Background: an optimization exercise with open tools, aiming at small area, a short achievable clock period and few clock cycles per item. Do not read the settings as production practice.
Where RTL was checked, it was by simulation tests only, not by an equivalence proof against the original.
Only the layout flow was run in runs 2 and 3; the RTL was not checked for function there.

==> flow/design.v (outline; a module is shown in full before it is edited, if it fits) <==
// module iter_multiplier: 792 lines
module iter_multiplier (
    input  logic        clk,
    input  logic        rst_n,
    input  logic        mul_start,
    input  logic [63:0] a,
    input  logic [63:0] b,
    input  logic [1:0]  op,
    input  logic        word,
    input  logic        next,
    output logic [63:0] mul_result,
    output logic        mul_ok,
    output logic        busy
);
  // ...
==> flow/run.sh <==
#!/bin/bash
# synth_recipe.tcl (not shown) runs the flow's synth.tcl, then flattens the netlist and writes it again
# the make line also repeats each setting of config.mk as NAME=value (left out here)
make -C /OpenROAD-flow-scripts/flow DESIGN_CONFIG=/design/flow/config.mk WORK_HOME=/design/flow/orfs CLKGATE_MAP_FILE= SYNTH_SCRIPT=/design/flow/synth_recipe.tcl finish
==> flow/config.mk <==
export PLATFORM = sky130hd
export DESIGN_NAME = iter_multiplier
export DESIGN_NICKNAME = iter_multiplier
export VERILOG_FILES = /design/flow/design.v
export SDC_FILE = /design/flow/constraint.sdc
export NUM_CORES = 4
export LEC_CHECK = 0
export CAP_MARGIN = 20
export CORE_MARGIN = 2
export CORE_UTILIZATION = 40
export SLEW_MARGIN = 20
==> flow/constraint.sdc <==
create_clock -name core_clock -period 7.5 [get_ports {clk}]
set_input_delay 1.5000 -clock core_clock [delete_from_list [all_inputs] [get_ports {clk}]]
set_output_delay 1.5000 -clock core_clock [all_outputs]
set_load 0.01 [all_outputs]
==> results.ini, run 1 <==
[sta]
hold_violations = 0
fmax_mhz = 216.7
maxSlewViolCount = 0
fin_crit_sh = 0.6153

[logic_synthesis]
synth_ff_type = dfxtp_1
synth_top_area_frac = 0.2428
ys_ff_latch = 283
synth_edf_count = 132
synth_most_common_cell = inv_1

[worst_setup_path]
arrival_ns = 5.04
critPathMaxStageDelay_ns = 0.80
crit_type = reg2reg
critPathRequiredTime_ns = 7.93
cp.buffers_inverters = 4

[layout]
regMostFlops = c_q
seqCellArea_mm2 = 0.007027
drive_gt1_frac = 0.03942
final_common_cell = inv_1

[run_status]
status = finished clean

[die]
die_w_um = 260.4
die_area_mm2 = 0.06782

[drt]
wl_met2_mm = 37.25
drtIter0Drc = 1744

[placement]
hpwl_mm = 61.34

[global_routing]
grt.met1_usage = 0.3370

[clocking]
clock-sinks = 283

Testbench counts, summed over its fixed seeds: cycles 21,979, items 2,400.
==> run 2, diff against run 1 <==
--- a/flow/design.v
+++ b/flow/design.v
@@ -11,16 +11,17 @@
     output logic        mul_ok,
     output logic        busy
 );
     logic        busy_q, fix_q, ok_q;
     logic [63:0] a_q, b_q;
     logic        a64_q, b64_q;
     logic [66:0] s_q, c_q;
     logic        cy_q;
+    logic [7:0]  lo_s_q, lo_c_q;
     logic [3:0]  one_q, two_q, neg_q;
     logic [2:0]  cnt_q;
     logic        word_q, fixop_q;
     wire idle = !busy_q && !ok_q;
     wire calc = busy_q && !fix_q;
     wire a_sgn_in = (op != 2'b11);
     wire b_sgn_in = !op[1];
     wire a64_in   = a_sgn_in & a[63];
@@ -570,195 +571,199 @@
     wire fs255 = fs187 ^ fc184 ^ fc185;
     wire fc255 = (fs187 & fc184) | (fs187 & fc185) | (fc184 & fc185);
     wire fs256 = e3[61] ^ fc187 ^ fc186;
     wire fc256 = (e3[61] & fc187) | (e3[61] & fc186) | (fc187 & fc186);
     wire fs257 = e1[66] ^ e2[64] ^ e3[62];
     wire fc257 = (e1[66] & e2[64]) | (e1[66] & e3[62]) | (e2[64] & e3[62]);
     wire fs258 = 1'b1 ^ e2[65];
     wire fc258 = 1'b1 & e2[65];
-    wire fs259 = s_q[0] ^ c_q[0];
-    wire fc259 = s_q[0] & c_q[0];
-    wire fs260 = neg_q[0] ^ fs189 ^ e0[0];
-    wire fc260 = (neg_q[0] & fs189) | (neg_q[0] & e0[0]) | (fs189 & e0[0]);
-    wire fs261 = fc189 ^ fs190 ^ e0[1];
-    wire fc261 = (fc189 & fs190) | (fc189 & e0[1]) | (fs190 & e0[1]);
-    wire fs262 = fc190 ^ e1[0] ^ fs191;
-    wire fc262 = (fc190 & e1[0]) | (fc190 & fs191) | (e1[0] & fs191);
-    wire fs263 = e1[1] ^ fc191 ^ fs192;
-    wire fc263 = (e1[1] & fc191) | (e1[1] & fs192) | (fc191 & fs192);
-    wire fs264 = fs63 ^ fc192 ^ fs193;
-    wire fc264 = (fs63 & fc192) | (fs63 & fs193) | (fc192 & fs193);
-    wire fs265 = fc193 ^ fs64 ^ fs194;
-    wire fc265 = (fc193 & fs64) | (fc193 & fs194) | (fs64 & fs194);
-    wire fs266 = fs67 ^ fc194 ^ fs195;
-    wire fc266 = (fs67 & fc194) | (fs67 & fs195) | (fc194 & fs195);
-    wire fs267 = fs69 ^ fc195 ^ fs196;
-    wire fc267 = (fs69 & fc195) | (fs69 & fs196) | (fc195 & fs196);
-    wire fs268 = fs71 ^ fc196 ^ fs197;
-    wire fc268 = (fs71 & fc196) | (fs71 & fs197) | (fc196 & fs197);
-    wire fs269 = fs73 ^ fc197 ^ fs198;
-    wire fc269 = (fs73 & fc197) | (fs73 & fs198) | (fc197 & fs198);
-    wire fs270 = fs75 ^ fc198 ^ fs199;
-    wire fc270 = (fs75 & fc198) | (fs75 & fs199) | (fc198 & fs199);
-    wire fs271 = fs77 ^ fc199 ^ fs200;
-    wire fc271 = (fs77 & fc199) | (fs77 & fs200) | (fc199 & fs200);
-    wire fs272 = fs79 ^ fc200 ^ fs201;
-    wire fc272 = (fs79 & fc200) | (fs79 & fs201) | (fc200 & fs201);
-    wire fs273 = fs81 ^ fc201 ^ fs202;
-    wire fc273 = (fs81 & fc201) | (fs81 & fs202) | (fc201 & fs202);
-    wire fs274 = fs83 ^ fc202 ^ fs203;
-    wire fc274 = (fs83 & fc202) | (fs83 & fs203) | (fc202 & fs203);
-    wire fs275 = fs85 ^ fc203 ^ fs204;
-    wire fc275 = (fs85 & fc203) | (fs85 & fs204) | (fc203 & fs204);
-    wire fs276 = fs87 ^ fc204 ^ fs205;
-    wire fc276 = (fs87 & fc204) | (fs87 & fs205) | (fc204 & fs205);
-    wire fs277 = fs89 ^ fc205 ^ fs206;
-    wire fc277 = (fs89 & fc205) | (fs89 & fs206) | (fc205 & fs206);
-    wire fs278 = fs91 ^ fc206 ^ fs207;
-    wire fc278 = (fs91 & fc206) | (fs91 & fs207) | (fc206 & fs207);
-    wire fs279 = fs93 ^ fc207 ^ fs208;
-    wire fc279 = (fs93 & fc207) | (fs93 & fs208) | (fc207 & fs208);
-    wire fs280 = fs95 ^ fc208 ^ fs209;
-    wire fc280 = (fs95 & fc208) | (fs95 & fs209) | (fc208 & fs209);
-    wire fs281 = fs97 ^ fc209 ^ fs210;
-    wire fc281 = (fs97 & fc209) | (fs97 & fs210) | (fc209 & fs210);
-    wire fs282 = fs99 ^ fc210 ^ fs211;
-    wire fc282 = (fs99 & fc210) | (fs99 & fs211) | (fc210 & fs211);
-    wire fs283 = fs101 ^ fc211 ^ fs212;
-    wire fc283 = (fs101 & fc211) | (fs101 & fs212) | (fc211 & fs212);
-    wire fs284 = fs103 ^ fc212 ^ fs213;
-    wire fc284 = (fs103 & fc212) | (fs103 & fs213) | (fc212 & fs213);
-    wire fs285 = fs105 ^ fc213 ^ fs214;
-    wire fc285 = (fs105 & fc213) | (fs105 & fs214) | (fc213 & fs214);
-    wire fs286 = fs107 ^ fc214 ^ fs215;
-    wire fc286 = (fs107 & fc214) | (fs107 & fs215) | (fc214 & fs215);
-    wire fs287 = fs109 ^ fc215 ^ fs216;
-    wire fc287 = (fs109 & fc215) | (fs109 & fs216) | (fc215 & fs216);
-    wire fs288 = fs111 ^ fc216 ^ fs217;
-    wire fc288 = (fs111 & fc216) | (fs111 & fs217) | (fc216 & fs217);
-    wire fs289 = fs113 ^ fc217 ^ fs218;
-    wire fc289 = (fs113 & fc217) | (fs113 & fs218) | (fc217 & fs218);
-    wire fs290 = fs115 ^ fc218 ^ fs219;
-    wire fc290 = (fs115 & fc218) | (fs115 & fs219) | (fc218 & fs219);
-    wire fs291 = fs117 ^ fc219 ^ fs220;
-    wire fc291 = (fs117 & fc219) | (fs117 & fs220) | (fc219 & fs220);
-    wire fs292 = fs119 ^ fc220 ^ fs221;
-    wire fc292 = (fs119 & fc220) | (fs119 & fs221) | (fc220 & fs221);
-    wire fs293 = fs121 ^ fc221 ^ fs222;
-    wire fc293 = (fs121 & fc221) | (fs121 & fs222) | (fc221 & fs222);
-    wire fs294 = fs123 ^ fc222 ^ fs223;
-    wire fc294 = (fs123 & fc222) | (fs123 & fs223) | (fc222 & fs223);
-    wire fs295 = fs125 ^ fc223 ^ fs224;
-    wire fc295 = (fs125 & fc223) | (fs125 & fs224) | (fc223 & fs224);
-    wire fs296 = fs127 ^ fc224 ^ fs225;
-    wire fc296 = (fs127 & fc224) | (fs127 & fs225) | (fc224 & fs225);
-    wire fs297 = fs129 ^ fc225 ^ fs226;
-    wire fc297 = (fs129 & fc225) | (fs129 & fs226) | (fc225 & fs226);
-    wire fs298 = fs131 ^ fc226 ^ fs227;
-    wire fc298 = (fs131 & fc226) | (fs131 & fs227) | (fc226 & fs227);
-    wire fs299 = fs133 ^ fc227 ^ fs228;
-    wire fc299 = (fs133 & fc227) | (fs133 & fs228) | (fc227 & fs228);
-    wire fs300 = fs135 ^ fc228 ^ fs229;
-    wire fc300 = (fs135 & fc228) | (fs135 & fs229) | (fc228 & fs229);
-    wire fs301 = fs137 ^ fc229 ^ fs230;
-    wire fc301 = (fs137 & fc229) | (fs137 & fs230) | (fc229 & fs230);
-    wire fs302 = fs139 ^ fc230 ^ fs231;
-    wire fc302 = (fs139 & fc230) | (fs139 & fs231) | (fc230 & fs231);
-    wire fs303 = fs141 ^ fc231 ^ fs232;
-    wire fc303 = (fs141 & fc231) | (fs141 & fs232) | (fc231 & fs232);
-    wire fs304 = fs143 ^ fc232 ^ fs233;
-    wire fc304 = (fs143 & fc232) | (fs143 & fs233) | (fc232 & fs233);
-    wire fs305 = fs145 ^ fc233 ^ fs234;
-    wire fc305 = (fs145 & fc233) | (fs145 & fs234) | (fc233 & fs234);
-    wire fs306 = fs147 ^ fc234 ^ fs235;
-    wire fc306 = (fs147 & fc234) | (fs147 & fs235) | (fc234 & fs235);
-    wire fs307 = fs149 ^ fc235 ^ fs236;
-    wire fc307 = (fs149 & fc235) | (fs149 & fs236) | (fc235 & fs236);
-    wire fs308 = fs151 ^ fc236 ^ fs237;
-    wire fc308 = (fs151 & fc236) | (fs151 & fs237) | (fc236 & fs237);
-    wire fs309 = fs153 ^ fc237 ^ fs238;
-    wire fc309 = (fs153 & fc237) | (fs153 & fs238) | (fc237 & fs238);
-    wire fs310 = fs155 ^ fc238 ^ fs239;
-    wire fc310 = (fs155 & fc238) | (fs155 & fs239) | (fc238 & fs239);
-    wire fs311 = fs157 ^ fc239 ^ fs240;
-    wire fc311 = (fs157 & fc239) | (fs157 & fs240) | (fc239 & fs240);
-    wire fs312 = fs159 ^ fc240 ^ fs241;
-    wire fc312 = (fs159 & fc240) | (fs159 & fs241) | (fc240 & fs241);
-    wire fs313 = fs161 ^ fc241 ^ fs242;
-    wire fc313 = (fs161 & fc241) | (fs161 & fs242) | (fc241 & fs242);
-    wire fs314 = fs163 ^ fc242 ^ fs243;
-    wire fc314 = (fs163 & fc242) | (fs163 & fs243) | (fc242 & fs243);
-    wire fs315 = fs165 ^ fc243 ^ fs244;
-    wire fc315 = (fs165 & fc243) | (fs165 & fs244) | (fc243 & fs244);
-    wire fs316 = fs167 ^ fc244 ^ fs245;
-    wire fc316 = (fs167 & fc244) | (fs167 & fs245) | (fc244 & fs245);
-    wire fs317 = fs169 ^ fc245 ^ fs246;
-    wire fc317 = (fs169 & fc245) | (fs169 & fs246) | (fc245 & fs246);
-    wire fs318 = fs171 ^ fc246 ^ fs247;
-    wire fc318 = (fs171 & fc246) | (fs171 & fs247) | (fc246 & fs247);
-    wire fs319 = fs173 ^ fc247 ^ fs248;
-    wire fc319 = (fs173 & fc247) | (fs173 & fs248) | (fc247 & fs248);
-    wire fs320 = fs175 ^ fc248 ^ fs249;
-    wire fc320 = (fs175 & fc248) | (fs175 & fs249) | (fc248 & fs249);
-    wire fs321 = fs177 ^ fc249 ^ fs250;
-    wire fc321 = (fs177 & fc249) | (fs177 & fs250) | (fc249 & fs250);
-    wire fs322 = fs179 ^ fc250 ^ fs251;
-    wire fc322 = (fs179 & fc250) | (fs179 & fs251) | (fc250 & fs251);
-    wire fs323 = fs181 ^ fc251 ^ fs252;
-    wire fc323 = (fs181 & fc251) | (fs181 & fs252) | (fc251 & fs252);
-    wire fs324 = fs183 ^ fc252 ^ fs253;
-    wire fc324 = (fs183 & fc252) | (fs183 & fs253) | (fc252 & fs253);
-    wire fs325 = fs185 ^ fc253 ^ fs254;
-    wire fc325 = (fs185 & fc253) | (fs185 & fs254) | (fc253 & fs254);
-    wire fs326 = fs186 ^ fc254 ^ fs255;
-    wire fc326 = (fs186 & fc254) | (fs186 & fs255) | (fc254 & fs255);
-    wire fs327 = fs188 ^ fc255 ^ fs256;
-    wire fc327 = (fs188 & fc255) | (fs188 & fs256) | (fc255 & fs256);
-    wire fs328 = fc188 ^ fs257 ^ fc256;
-    wire fc328 = (fc188 & fs257) | (fc188 & fc256) | (fs257 & fc256);
-    wire fs329 = e3[63] ^ fs258 ^ fc257;
-    wire fc329 = (e3[63] & fs258) | (e3[63] & fc257) | (fs258 & fc257);
-    wire fs330 = e2[66] ^ e3[64] ^ fc258;
-    wire fc330 = (e2[66] & e3[64]) | (e2[66] & fc258) | (e3[64] & fc258);
-    wire fs331 = 1'b1 ^ e3[65];
-    wire fc331 = 1'b1 & e3[65];
-    assign ts = {1'b0, e3[66], fs331, fs330, fs329, fc327, fc326, fc325, fc324, fc323, fc322, fc321, fc320, fc319, fc318, fc317, fc316, fc315, fc314, fc313, fc312, fc311, fc310, fc309, fc308, fc307, fc306, fc305, fc304, fc303, fc302, fc301, fc300, fc299, fc298, fc297, fc296, fc295, fc294, fc293, fc292, fc291, fc290, fc289, fc288, fc287, fc286, fc285, fc284, fc283, fc282, fc281, fc280, fc279, fc278, fc277, fc276, fc275, fc274, fc273, fc272, fc271, fc270, fc269, fc268, fc267, fc266, fc265, fc264, fc263, fc262, fc261, fc260, fc259, cy_q};
-    assign tc = {1'b0, fc331, fc330, fc329, fc328, fs328, fs327, fs326, fs325, fs324, fs323, fs322, fs321, fs320, fs319, fs318, fs317, fs316, fs315, fs314, fs313, fs312, fs311, fs310, fs309, fs308, fs307, fs306, fs305, fs304, fs303, fs302, fs301, fs300, fs299, fs298, fs297, fs296, fs295, fs294, fs293, fs292, fs291, fs290, fs289, fs288, fs287, fs286, fs285, fs284, fs283, fs282, fs281, fs280, fs279, fs278, fs277, fs276, fs275, fs274, fs273, fs272, fs271, fs270, fs269, fs268, fs267, fs266, fs265, fs264, fs263, fs262, fs261, fs260, fs259};
-    wire [8:0] low9 = {1'b0, ts[7:0]} + {1'b0, tc[7:0]};
-    wire [63:0] hi = s_q[63:0] + c_q[63:0] + {63'b0, cy_q};
+    wire fs259 = neg_q[0] ^ fs189;
+    wire fc259 = neg_q[0] & fs189;
+    wire fs260 = fc189 ^ fs190 ^ e0[1];
+    wire fc260 = (fc189 & fs190) | (fc189 & e0[1]) | (fs190 & e0[1]);
+    wire fs261 = fc190 ^ e1[0] ^ fs191;
+    wire fc261 = (fc190 & e1[0]) | (fc190 & fs191) | (e1[0] & fs191);
+    wire fs262 = e1[1] ^ fc191 ^ fs192;
+    wire fc262 = (e1[1] & fc191) | (e1[1] & fs192) | (fc191 & fs192);
+    wire fs263 = fs63 ^ fc192 ^ fs193;
+    wire fc263 = (fs63 & fc192) | (fs63 & fs193) | (fc192 & fs193);
+    wire fs264 = fc193 ^ fs64 ^ fs194;
+    wire fc264 = (fc193 & fs64) | (fc193 & fs194) | (fs64 & fs194);
+    wire fs265 = fs67 ^ fc194 ^ fs195;
+    wire fc265 = (fs67 & fc194) | (fs67 & fs195) | (fc194 & fs195);
+    wire fs266 = fs69 ^ fc195 ^ fs196;
+    wire fc266 = (fs69 & fc195) | (fs69 & fs196) | (fc195 & fs196);
+    wire fs267 = fs71 ^ fc196 ^ fs197;
+    wire fc267 = (fs71 & fc196) | (fs71 & fs197) | (fc196 & fs197);
+    wire fs268 = fs73 ^ fc197 ^ fs198;
+    wire fc268 = (fs73 & fc197) | (fs73 & fs198) | (fc197 & fs198);
+    wire fs269 = fs75 ^ fc198 ^ fs199;
+    wire fc269 = (fs75 & fc198) | (fs75 & fs199) | (fc198 & fs199);
+    wire fs270 = fs77 ^ fc199 ^ fs200;
+    wire fc270 = (fs77 & fc199) | (fs77 & fs200) | (fc199 & fs200);
+    wire fs271 = fs79 ^ fc200 ^ fs201;
+    wire fc271 = (fs79 & fc200) | (fs79 & fs201) | (fc200 & fs201);
+    wire fs272 = fs81 ^ fc201 ^ fs202;
+    wire fc272 = (fs81 & fc201) | (fs81 & fs202) | (fc201 & fs202);
+    wire fs273 = fs83 ^ fc202 ^ fs203;
+    wire fc273 = (fs83 & fc202) | (fs83 & fs203) | (fc202 & fs203);
+    wire fs274 = fs85 ^ fc203 ^ fs204;
+    wire fc274 = (fs85 & fc203) | (fs85 & fs204) | (fc203 & fs204);
+    wire fs275 = fs87 ^ fc204 ^ fs205;
+    wire fc275 = (fs87 & fc204) | (fs87 & fs205) | (fc204 & fs205);
+    wire fs276 = fs89 ^ fc205 ^ fs206;
+    wire fc276 = (fs89 & fc205) | (fs89 & fs206) | (fc205 & fs206);
+    wire fs277 = fs91 ^ fc206 ^ fs207;
+    wire fc277 = (fs91 & fc206) | (fs91 & fs207) | (fc206 & fs207);
+    wire fs278 = fs93 ^ fc207 ^ fs208;
+    wire fc278 = (fs93 & fc207) | (fs93 & fs208) | (fc207 & fs208);
+    wire fs279 = fs95 ^ fc208 ^ fs209;
+    wire fc279 = (fs95 & fc208) | (fs95 & fs209) | (fc208 & fs209);
+    wire fs280 = fs97 ^ fc209 ^ fs210;
+    wire fc280 = (fs97 & fc209) | (fs97 & fs210) | (fc209 & fs210);
+    wire fs281 = fs99 ^ fc210 ^ fs211;
+    wire fc281 = (fs99 & fc210) | (fs99 & fs211) | (fc210 & fs211);
+    wire fs282 = fs101 ^ fc211 ^ fs212;
+    wire fc282 = (fs101 & fc211) | (fs101 & fs212) | (fc211 & fs212);
+    wire fs283 = fs103 ^ fc212 ^ fs213;
+    wire fc283 = (fs103 & fc212) | (fs103 & fs213) | (fc212 & fs213);
+    wire fs284 = fs105 ^ fc213 ^ fs214;
+    wire fc284 = (fs105 & fc213) | (fs105 & fs214) | (fc213 & fs214);
+    wire fs285 = fs107 ^ fc214 ^ fs215;
+    wire fc285 = (fs107 & fc214) | (fs107 & fs215) | (fc214 & fs215);
+    wire fs286 = fs109 ^ fc215 ^ fs216;
+    wire fc286 = (fs109 & fc215) | (fs109 & fs216) | (fc215 & fs216);
+    wire fs287 = fs111 ^ fc216 ^ fs217;
+    wire fc287 = (fs111 & fc216) | (fs111 & fs217) | (fc216 & fs217);
+    wire fs288 = fs113 ^ fc217 ^ fs218;
+    wire fc288 = (fs113 & fc217) | (fs113 & fs218) | (fc217 & fs218);
+    wire fs289 = fs115 ^ fc218 ^ fs219;
+    wire fc289 = (fs115 & fc218) | (fs115 & fs219) | (fc218 & fs219);
+    wire fs290 = fs117 ^ fc219 ^ fs220;
+    wire fc290 = (fs117 & fc219) | (fs117 & fs220) | (fc219 & fs220);
+    wire fs291 = fs119 ^ fc220 ^ fs221;
+    wire fc291 = (fs119 & fc220) | (fs119 & fs221) | (fc220 & fs221);
+    wire fs292 = fs121 ^ fc221 ^ fs222;
+    wire fc292 = (fs121 & fc221) | (fs121 & fs222) | (fc221 & fs222);
+    wire fs293 = fs123 ^ fc222 ^ fs223;
+    wire fc293 = (fs123 & fc222) | (fs123 & fs223) | (fc222 & fs223);
+    wire fs294 = fs125 ^ fc223 ^ fs224;
+    wire fc294 = (fs125 & fc223) | (fs125 & fs224) | (fc223 & fs224);
+    wire fs295 = fs127 ^ fc224 ^ fs225;
+    wire fc295 = (fs127 & fc224) | (fs127 & fs225) | (fc224 & fs225);
+    wire fs296 = fs129 ^ fc225 ^ fs226;
+    wire fc296 = (fs129 & fc225) | (fs129 & fs226) | (fc225 & fs226);
+    wire fs297 = fs131 ^ fc226 ^ fs227;
+    wire fc297 = (fs131 & fc226) | (fs131 & fs227) | (fc226 & fs227);
+    wire fs298 = fs133 ^ fc227 ^ fs228;
+    wire fc298 = (fs133 & fc227) | (fs133 & fs228) | (fc227 & fs228);
+    wire fs299 = fs135 ^ fc228 ^ fs229;
+    wire fc299 = (fs135 & fc228) | (fs135 & fs229) | (fc228 & fs229);
+    wire fs300 = fs137 ^ fc229 ^ fs230;
+    wire fc300 = (fs137 & fc229) | (fs137 & fs230) | (fc229 & fs230);
+    wire fs301 = fs139 ^ fc230 ^ fs231;
+    wire fc301 = (fs139 & fc230) | (fs139 & fs231) | (fc230 & fs231);
+    wire fs302 = fs141 ^ fc231 ^ fs232;
+    wire fc302 = (fs141 & fc231) | (fs141 & fs232) | (fc231 & fs232);
+    wire fs303 = fs143 ^ fc232 ^ fs233;
+    wire fc303 = (fs143 & fc232) | (fs143 & fs233) | (fc232 & fs233);
+    wire fs304 = fs145 ^ fc233 ^ fs234;
+    wire fc304 = (fs145 & fc233) | (fs145 & fs234) | (fc233 & fs234);
+    wire fs305 = fs147 ^ fc234 ^ fs235;
+    wire fc305 = (fs147 & fc234) | (fs147 & fs235) | (fc234 & fs235);
+    wire fs306 = fs149 ^ fc235 ^ fs236;
+    wire fc306 = (fs149 & fc235) | (fs149 & fs236) | (fc235 & fs236);
+    wire fs307 = fs151 ^ fc236 ^ fs237;
+    wire fc307 = (fs151 & fc236) | (fs151 & fs237) | (fc236 & fs237);
+    wire fs308 = fs153 ^ fc237 ^ fs238;
+    wire fc308 = (fs153 & fc237) | (fs153 & fs238) | (fc237 & fs238);
+    wire fs309 = fs155 ^ fc238 ^ fs239;
+    wire fc309 = (fs155 & fc238) | (fs155 & fs239) | (fc238 & fs239);
+    wire fs310 = fs157 ^ fc239 ^ fs240;
+    wire fc310 = (fs157 & fc239) | (fs157 & fs240) | (fc239 & fs240);
+    wire fs311 = fs159 ^ fc240 ^ fs241;
+    wire fc311 = (fs159 & fc240) | (fs159 & fs241) | (fc240 & fs241);
+    wire fs312 = fs161 ^ fc241 ^ fs242;
+    wire fc312 = (fs161 & fc241) | (fs161 & fs242) | (fc241 & fs242);
+    wire fs313 = fs163 ^ fc242 ^ fs243;
+    wire fc313 = (fs163 & fc242) | (fs163 & fs243) | (fc242 & fs243);
+    wire fs314 = fs165 ^ fc243 ^ fs244;
+    wire fc314 = (fs165 & fc243) | (fs165 & fs244) | (fc243 & fs244);
+    wire fs315 = fs167 ^ fc244 ^ fs245;
+    wire fc315 = (fs167 & fc244) | (fs167 & fs245) | (fc244 & fs245);
+    wire fs316 = fs169 ^ fc245 ^ fs246;
+    wire fc316 = (fs169 & fc245) | (fs169 & fs246) | (fc245 & fs246);
+    wire fs317 = fs171 ^ fc246 ^ fs247;
+    wire fc317 = (fs171 & fc246) | (fs171 & fs247) | (fc246 & fs247);
+    wire fs318 = fs173 ^ fc247 ^ fs248;
+    wire fc318 = (fs173 & fc247) | (fs173 & fs248) | (fc247 & fs248);
+    wire fs319 = fs175 ^ fc248 ^ fs249;
+    wire fc319 = (fs175 & fc248) | (fs175 & fs249) | (fc248 & fs249);
+    wire fs320 = fs177 ^ fc249 ^ fs250;
+    wire fc320 = (fs177 & fc249) | (fs177 & fs250) | (fc249 & fs250);
+    wire fs321 = fs179 ^ fc250 ^ fs251;
+    wire fc321 = (fs179 & fc250) | (fs179 & fs251) | (fc250 & fs251);
+    wire fs322 = fs181 ^ fc251 ^ fs252;
+    wire fc322 = (fs181 & fc251) | (fs181 & fs252) | (fc251 & fs252);
+    wire fs323 = fs183 ^ fc252 ^ fs253;
+    wire fc323 = (fs183 & fc252) | (fs183 & fs253) | (fc252 & fs253);
+    wire fs324 = fs185 ^ fc253 ^ fs254;
+    wire fc324 = (fs185 & fc253) | (fs185 & fs254) | (fc253 & fs254);
+    wire fs325 = fs186 ^ fc254 ^ fs255;
+    wire fc325 = (fs186 & fc254) | (fs186 & fs255) | (fc254 & fs255);
+    wire fs326 = fs188 ^ fc255 ^ fs256;
+    wire fc326 = (fs188 & fc255) | (fs188 & fs256) | (fc255 & fs256);
+    wire fs327 = fc188 ^ fs257 ^ fc256;
+    wire fc327 = (fc188 & fs257) | (fc188 & fc256) | (fs257 & fc256);
+    wire fs328 = e3[63] ^ fs258 ^ fc257;
+    wire fc328 = (e3[63] & fs258) | (e3[63] & fc257) | (fs258 & fc257);
+    wire fs329 = e2[66] ^ e3[64] ^ fc258;
+    wire fc329 = (e2[66] & e3[64]) | (e2[66] & fc258) | (e3[64] & fc258);
+    wire fs330 = 1'b1 ^ e3[65];
+    wire fc330 = 1'b1 & e3[65];
+    assign ts = {1'b0, e3[66], fs330, fs329, fs328, fc326, fc325, fc324, fc323, fc322, fc321, fc320, fc319, fc318, fc317, fc316, fc315, fc314, fc313, fc312, fc311, fc310, fc309, fc308, fc307, fc306, fc305, fc304, fc303, fc302, fc301, fc300, fc299, fc298, fc297, fc296, fc295, fc294, fc293, fc292, fc291, fc290, fc289, fc288, fc287, fc286, fc285, fc284, fc283, fc282, fc281, fc280, fc279, fc278, fc277, fc276, fc275, fc274, fc273, fc272, fc271, fc270, fc269, fc268, fc267, fc266, fc265, fc264, fc263, fc262, fc261, fc260, fc259, fs259, s_q[0]};
+    assign tc = {1'b0, fc330, fc329, fc328, fc327, fs327, fs326, fs325, fs324, fs323, fs322, fs321, fs320, fs319, fs318, fs317, fs316, fs315, fs314, fs313, fs312, fs311, fs310, fs309, fs308, fs307, fs306, fs305, fs304, fs303, fs302, fs301, fs300, fs299, fs298, fs297, fs296, fs295, fs294, fs293, fs292, fs291, fs290, fs289, fs288, fs287, fs286, fs285, fs284, fs283, fs282, fs281, fs280, fs279, fs278, fs277, fs276, fs275, fs274, fs273, fs272, fs271, fs270, fs269, fs268, fs267, fs266, fs265, fs264, fs263, fs262, fs261, fs260, e0[0], c_q[0]};
+    wire [9:0]  low10 = {1'b0, lo_s_q, 1'b1} + {1'b0, lo_c_q, cy_q};
+    wire [8:0]  low9  = low10[9:1];
+    wire [72:0] hi73 = {s_q[63:0], lo_s_q, 1'b1} + {c_q[63:0], lo_c_q, cy_q};
     logic [63:0] b_d;
     always_comb begin
         b_d = b_q;
         if (idle) begin
             b_d = b;
-        end else if (calc) begin
-            b_d = {low9[7:0], b_q[63:8]};
-            if (word_q) b_d[31:24] = low9[7:0];
-        end else if (fix_q) begin
-            b_d = hi;
+        end else if (busy_q) begin
+            if (fix_q && fixop_q) begin
+                b_d = hi73[72:9];
+            end else begin
+                b_d = {low9[7:0], b_q[63:8]};
+                if (word_q) b_d[31:24] = low9[7:0];
+                if (word_q && fix_q) b_d[63:32] = {32{low9[7]}};
+            end
         end
     end
     wire last = word_q ? (cnt_q == 3'd3) : (cnt_q == 3'd7);
     always_ff @(posedge clk) begin
         b_q <= b_d;
         if (idle) begin
             a_q     <= a;
             a64_q   <= a64_in;
             b64_q   <= b_sgn_in & b[63];
             s_q     <= {3'b000, b[0] ? ~a : 64'b0};
             c_q     <= {(b[0] & !a64_in) ? 3'b011 : 3'b100, 64'b0};
             cy_q    <= b[0];
             cnt_q   <= 3'd0;
             word_q  <= word;
             fixop_q <= !word && (op != 2'b00);
         end else begin
-            s_q   <= ts[74:8];
-            c_q   <= tc[74:8];
-            cy_q  <= low9[8];
+            s_q    <= ts[74:8];
+            c_q    <= tc[74:8];
+            lo_s_q <= ts[7:0];
+            lo_c_q <= tc[7:0];
+            if (cnt_q != 3'd0 || fix_q) cy_q <= low9[8];
             cnt_q <= cnt_q + 3'd1;
         end
         one_q <= one_d;
         two_q <= two_d;
         neg_q <= neg_d;
     end
     always_ff @(posedge clk or negedge rst_n) begin
         if (!rst_n) begin
@@ -767,26 +772,19 @@
             ok_q   <= 1'b0;
         end else if (next) begin
             busy_q <= 1'b0;
             fix_q  <= 1'b0;
             ok_q   <= 1'b0;
         end else if (idle) begin
             busy_q <= mul_start;
         end else if (calc) begin
-            if (last) begin
-                if (fixop_q) begin
-                    fix_q <= 1'b1;
-                end else begin
-                    busy_q <= 1'b0;
-                    ok_q   <= 1'b1;
-                end
-            end
+            if (last) fix_q <= 1'b1;
         end else if (fix_q) begin
             fix_q  <= 1'b0;
             busy_q <= 1'b0;
             ok_q   <= 1'b1;
         end
     end
-    assign mul_result = {word_q ? {32{b_q[31]}} : b_q[63:32], b_q[31:0]};
+    assign mul_result = b_q;
     assign mul_ok     = ok_q;
     assign busy       = busy_q;
 endmodule
==> flow/config.mk (replaced) <==
export PLATFORM = sky130hd
export DESIGN_NAME = iter_multiplier
export DESIGN_NICKNAME = iter_multiplier
export VERILOG_FILES = /design/flow/design.v
export SDC_FILE = /design/flow/constraint.sdc
export NUM_CORES = 4
export LEC_CHECK = 0
export CAP_MARGIN = 20
export CORE_MARGIN = 2
export CORE_UTILIZATION = 40
export SETUP_SLACK_MARGIN = 4.5
export SLEW_MARGIN = 20
==> results.ini, run 2 <==
[die]
coreArea_mm2 = 0.06728
die_h_um = 264.9
die_area_mm2 = 0.07019  ; +3.5%
ios = 201
row_count = 95
initial_core_util = 0.4048
die_w_um = 264.9  ; +1.7%

[layout]
largest_register_ffs = 67
layout.nets = 3533
mostFrequentLayoutCells = 387 x inv_1, 315 x fa_1, 252 x a22oi_1
regMostFlops = c_q
post-route-util = 0.4951
final_common_cell = inv_1
nFillCells = 6214
area_growth_pct = 22.31
drive_gt1_frac = 0.1143  ; +0.07488
reg_top3 = c_q x67, s_q x65

[job]
max-cap-violations = 0

[logic_synthesis]
synthesis.area_mm2 = 0.02723
synth_most_common_cell = inv_1
synth_ff_type = edfxtp_1
synthTopCellsByArea = fa_1 23%, edfxtp_1 16%, dfxtp_1 11%, xor2_1 7.7%, a22oi_1 7.2%
synth_area_leader_cell = fa_1
syn-num-nets = 3388
ys_seq_area_frac = 0.2751
syn-instance-count = 2852
synthDistinctLibCells = 69
synth_common_cells = 387 x inv_1, 317 x fa_1, 260 x a22oi_1, 253 x nand2_1, 239 x xor2_1
avgSynthCellArea_um2 = 9.549
synth_top_area_frac = 0.2330  ; -0.009792
yosys_warnings = 1
async_flop_share = 0.01003
ys_ff_latch = 299  ; +5.7%
synth_edf_count = 149  ; +13%

[sta]
fin_crit_sh = 0.4569  ; -0.1583
max_slew_margin = 0.3031
skew_ns = 0.01823
fin_setup_tns_ns = 0
fmax_mhz = 291.8  ; +35%
fin_ws_ns = 4.073
maxSlewViolCount = 0  ; unchanged
rsz0062_at_grt = yes
hold_violations = 0  ; unchanged
fin_crit_ns = 3.427
worst_pin_slew_ns = 1.045
setup_viol = 0

[clocking]
cts_hold_buffers = 0
insertion_delay_ns = 0.57
cts.clk_slew.worst_paths_ns = 0.06
cts-root-buf = clkbuf_16
cts_tree = yes
clock-sinks = 299  ; +5.7%
clockBufferDepth = 3
cts_buffers = 40
htreeDepth = 2

[drt]
drtIter0Drc = 2241  ; +28%
wl_per_cell_um = 24.49
vias = 22080
first_pass_iters = 6
remaining_drc_errors = 0
antenna_left = 0
routed_via_density = 5.660
routed_wl_mm = 95.55

[worst_setup_path]
crit_type = reg2reg
cp_max_fo = 3
critPathRequiredTime_ns = 7.82  ; -0.11 ns
arrival_ns = 3.75  ; -1.29 ns
cp-start-kind = register
end_kind = register
r2r_cells = 13

[global_routing]
use_met2 = 0.4105
busiest_layer = met2
grt_usage = 0.2608
grt.overflow.total = 0
grt_pass1_vias = 22590
grt_pass1_wl_mm = 140.3
antenna_found_initial = 7
grt_max_degree = 163
met3_usage = 0.03874
grt.met1_usage = 0.3697  ; +0.03266

[run_status]
status = finished clean

[placement]
hpwl_mm = 65.19  ; +6.3%
pre_cts_ws_ns = 3.833
place_congestion = 0.9274
io_buffers = 200

[hold_path]
hold_path_depth = 1
min_path_type = reg2reg

==> run 2: cell type report <==
class	count	area, um2	share of cell area
timing repair buffer	320	3359	0.1009
sequential	299	7527	0.2260
inverter	388	1469	0.04410
clock inverter	16	237.7	0.007137
clock buffer	56	1195	0.03587
antenna	2	5.005	0.0001503
multi-input combinational	1948	18420	0.5531
tap	873	1092	0.03279
==> run 2: through the flow <==
stage / std cells / area (um2) / hold slack (ns)
after floorplan: 2852 / 27280 / 0.4123
after global placement: 3725 / 29670 / 0.4259
after detailed placement: 3725 / 29670 / 0.4389
after CTS: 3860 / 32310 / 0.4503
after global routing: 3900 / 33300 / 0.4626
final: 3902 / 33310 / 0.4490
==> run 2: what timing repair did <==
action,CTS,global route
buffers inserted,63,28
gates cloned,0,12
setup endpoints to repair,243,128
pin swaps,54,44
gates resized for setup,206,93
==> run 2: kinds of logic (layout without fill, tap and decap cells) <==
group / Yosys count / after routing / share of synthesized area
AO/OA/AOI/OAI: 608 / 608 / 0.1506
buffers and inverters: 607 / 780 / 0.08559
AND/OR/NAND/NOR: 587 / 589 / 0.1041
adder cells (fa/ha/maj): 401 / 401 / 0.2716
XOR/XNOR: 339 / 339 / 0.1090
flip-flops: 299 / 299 / 0.2751
multiplexers: 11 / 11 / 0.004043
other: 0 / 2 / 0
==> run 2: path summary, 6_finish.rpt <==
kind	slack [ns]	end	startpoint
setup / recovery	4.07	b_q[51]	lo_c_q[0]
max in group asynchronous	6.22	busy_q	rst_n
setup reg to reg	4.07	b_q[51]	lo_c_q[0]
hold / removal	0.45	cnt_q[0]	cnt_q[0]
min in group asynchronous	1.12	fix_q	rst_n
hold reg to reg	0.45	cnt_q[0]	cnt_q[0]
==> run 2: layer usage <==
| layer | share of wire | wire length [um] |
|---|---|---|
| met5 | 0 | 0 |
| met4 | 0.037 | 3583 |
| met3 | 0.083 | 7943 |
| met2 | 0.46 | 43710 |
| met1 | 0.42 | 40320 |
==> run 2: critical path, cell delays in order (launching register included) <==
cell and delay (ns):
edfxtp_1 0.42, fa_2 0.41, a21o_1 0.19, a221o_1 0.37, a31o_4 0.26, a31o_4 0.23
o31ai_4 0.27, o41ai_4 0.13, or2_1 0.27, a21o_1 0.19, buf_4 0.14, xor2_2 0.14
nor2_1 0.11, nor3_1 0.05
==> run 3, diff against run 2 <==
--- a/flow/config.mk
+++ b/flow/config.mk
@@ -9,4 +9,4 @@
 export CORE_MARGIN = 2
 export CORE_UTILIZATION = 40
-export SETUP_SLACK_MARGIN = 4.5
+export SETUP_SLACK_MARGIN = 4
 export SLEW_MARGIN = 20
==> results.ini, run 3 <==
[run_status]
status = finished clean

[layout]
regMostFlops = c_q
drive_gt1_frac = 0.05680  ; -0.05750
postLayoutCellArea_mm2 = 0.03141  ; -5.7%
antenna_cells = 0  ; -2
largest_register_ffs = 67  ; unchanged
area_growth_pct = 15.35
final_common_cell = inv_1
post-route-util = 0.4669  ; -0.02816
nFillCells = 6334  ; +1.9%
reg_top3 = c_q x67, s_q x65
mostFrequentLayoutCells = 387 x inv_1, 316 x fa_1, 260 x a22oi_1
layout.nets = 3447  ; -2.4%

[die]
ios = 201  ; unchanged
coreArea_mm2 = 0.06728  ; unchanged
die_w_um = 264.9  ; unchanged
die_h_um = 264.9  ; unchanged
initial_core_util = 0.4048  ; unchanged
die_area_mm2 = 0.07019  ; unchanged
row_count = 95  ; unchanged

[logic_synthesis]
synthTopCellsByArea = fa_1 23%, edfxtp_1 16%, dfxtp_1 11%, xor2_1 7.7%, a22oi_1 7.2%
syn-num-nets = 3388  ; unchanged
synth_most_common_cell = inv_1
avgSynthCellArea_um2 = 9.549  ; unchanged
synth_area_leader_cell = fa_1
synth_ff_type = edfxtp_1
synth_top_area_frac = 0.2330  ; unchanged
async_flop_share = 0.01003  ; unchanged
syn-instance-count = 2852  ; unchanged
synthesis.area_mm2 = 0.02723  ; unchanged
ys_ff_latch = 299  ; unchanged
synth_common_cells = 387 x inv_1, 317 x fa_1, 260 x a22oi_1, 253 x nand2_1, 239 x xor2_1
ys_seq_area_frac = 0.2751  ; unchanged
synth_edf_count = 149  ; unchanged
yosys_warnings = 1  ; unchanged
synthDistinctLibCells = 69  ; unchanged

[sta]
fin_crit_ns = 3.482  ; +0.05526 ns
fin_ws_ns = 4.018  ; -0.05526 ns
hold-worst-slack_ns = 0.4487  ; -0.0003140 ns
fin_crit_sh = 0.4643  ; +0.007368
fmax_mhz = 287.2  ; -1.6%
rsz0062_at_grt = yes
max_slew_margin = 0.3054  ; +0.002323
worst_pin_slew_ns = 1.042  ; -0.003485 ns
hold_violations = 0  ; unchanged
maxSlewViolCount = 0  ; unchanged
skew_ns = 0.03314  ; +0.01491 ns
setup_viol = 0  ; unchanged
fin_setup_tns_ns = 0  ; unchanged

[global_routing]
grt.overflow.total = 0  ; unchanged
grt_usage = 0.2528  ; -0.008045
grt_pass1_vias = 22300  ; -1.2%
use_met2 = 0.4031  ; -0.007377
antenna_found_initial = 1  ; -6
grt.met1_usage = 0.3531  ; -0.01660
grt_max_degree = 78  ; -52%
busiest_layer = met2
met3_usage = 0.04245  ; +0.003716
grt_pass1_wl_mm = 137.2  ; -2.3%

[clocking]
cts.clk_slew.worst_paths_ns = 0.06  ; about the same
cts-root-buf = clkbuf_16
clockBufferDepth = 3  ; unchanged
cts_buffers = 39  ; -2.5%
insertion_delay_ns = 0.57  ; about the same
clock-sinks = 299  ; unchanged
htreeDepth = 2  ; unchanged
cts_tree = yes

[worst_setup_path]
crit_type = reg2reg
arrival_ns = 3.78  ; +0.03 ns
cp-start-kind = register
end_kind = register
critPathRequiredTime_ns = 7.80  ; -0.02 ns
cp_max_fo = 3  ; unchanged

[drt]
drtIter0Drc = 1996  ; -11%
antenna_left = 0  ; unchanged
wl_per_cell_um = 23.15  ; -5.5%
vias = 21430  ; -3.0%
remaining_drc_errors = 0  ; unchanged
routed_wl_mm = 88.28  ; -7.6%
routed_via_density = 5.619  ; -0.72%
first_pass_iters = 5  ; -1

[placement]
place_congestion = 0.9434  ; +1.7%
pre_cts_ws_ns = 3.612  ; -0.2210 ns
hpwl_mm = 65.83  ; +0.98%
io_buffers = 200  ; unchanged
dpl-instance-area_mm2 = 0.02965  ; about the same

[hold_path]
min_path_type = reg2reg

[job]
max-cap-violations = 0  ; unchanged

## run 3: cell counts after synthesis
No cell type changed its count.
## run 3: what timing repair did
item	CTS	global route
gates resized for setup	22	42
setup buffers	5	11
hold buffers	0	0
pin swaps	8	20
setup endpoints to repair	37	81
## run 3: worst paths after layout
path,startpoint,end,slack (ns),cells after the start
min in group asynchronous,rst_n,busy_q,1.10,1
worst min-delay path,cnt_q[0],cnt_q[0],0.45,1
max in group asynchronous,rst_n,ok_q,6.25,1
worst max register to register,lo_c_q[0],b_q[15],4.02,13
worst max-delay path,lo_c_q[0],b_q[15],4.02,13
worst min register to register,cnt_q[0],cnt_q[0],0.45,1
## run 3: layout make-up
type	instances	area, um2	share of cell area
multi-input cells	1946	17710	0.5637
inverters	388	1461	0.04652
repair buffers	237	2305	0.07337
well taps	873	1092	0.03477
clock buffers	59	1239	0.03943
flip-flops and latches	299	7520	0.2394
clock inverters	11	90.09	0.002868
## run 3: cell families (layout without fill, tap and decap cells)
family / after synthesis / in the layout / share of synthesized area
DFF: 299 / 299 / 0.2751
adders and majority gates: 401 / 401 / 0.2716
muxes: 11 / 11 / 0.004043
AOI/OAI and AO/OA: 608 / 608 / 0.1506
and+or+nand+nor: 587 / 587 / 0.1041
buffers and inverters: 607 / 695 / 0.08559
xor gates and xnor gates: 339 / 339 / 0.1090
## run 3: metrics by stage
stage / cells
3_5_place_dp: 3727
2_1_floorplan: 2852
6_report: 3813
3_3_place_gp: 3727
4_1_cts: 3802
5_1_grt: 3813
## run 3: routing by layer
layer,wire [um],share of wire
met3,7172,0.081
met1,37750,0.43
met2,40830,0.46
met5,0,0
met4,2529,0.029
## run 3: critical path: stages (launching register included)
cell      delay, ns
edfxtp_1       0.42
fa_2           0.41
a21o_1         0.19
a221o_1        0.39
a31o_4         0.26
a31o_4         0.23
o31ai_4        0.29
buf_4          0.18
buf_6          0.10
buf_4          0.10
xnor2_1        0.14
nor2_1         0.14
a21oi_1        0.26
o21ai_0        0.11

==> afterwards: timing with drivers on the ports <==
Ports are ideal in the flow. The routed layouts listed here were re-timed in OpenROAD.
Step 1 assumes that a clkbuf_16 drives the clock port and a buf_2 every other input.
Step 2 adds t to the input delays and takes it off the output delays; t is the mean of the earliest and latest rising clock arrival at the registers after step 1. Input paths then give back, and output paths get back, about the clock's delay inside the block.
Three values: ideal ports, drivers, drivers and shift; two values: the first two.
| run | t, ns | setup slack, ns | worst setup path after step 2 | worst register clock-pin slew, ns | pins driven straight from the clock port |
|---|---|---|---|---|---|
| run 1 | 0.623 | 2.885 / 2.885 / 2.885 | register to register | 0.07 / 0.07 | 1 |
| run 2 | 0.625 | 4.073 / 4.073 / 4.073 | register to register | 0.07 / 0.07 | 1 |
| run 3 | 0.624 | 4.018 / 4.018 / 4.018 | register to register | 0.06 / 0.06 | 1 |
After both steps every run listed still meets setup and hold.
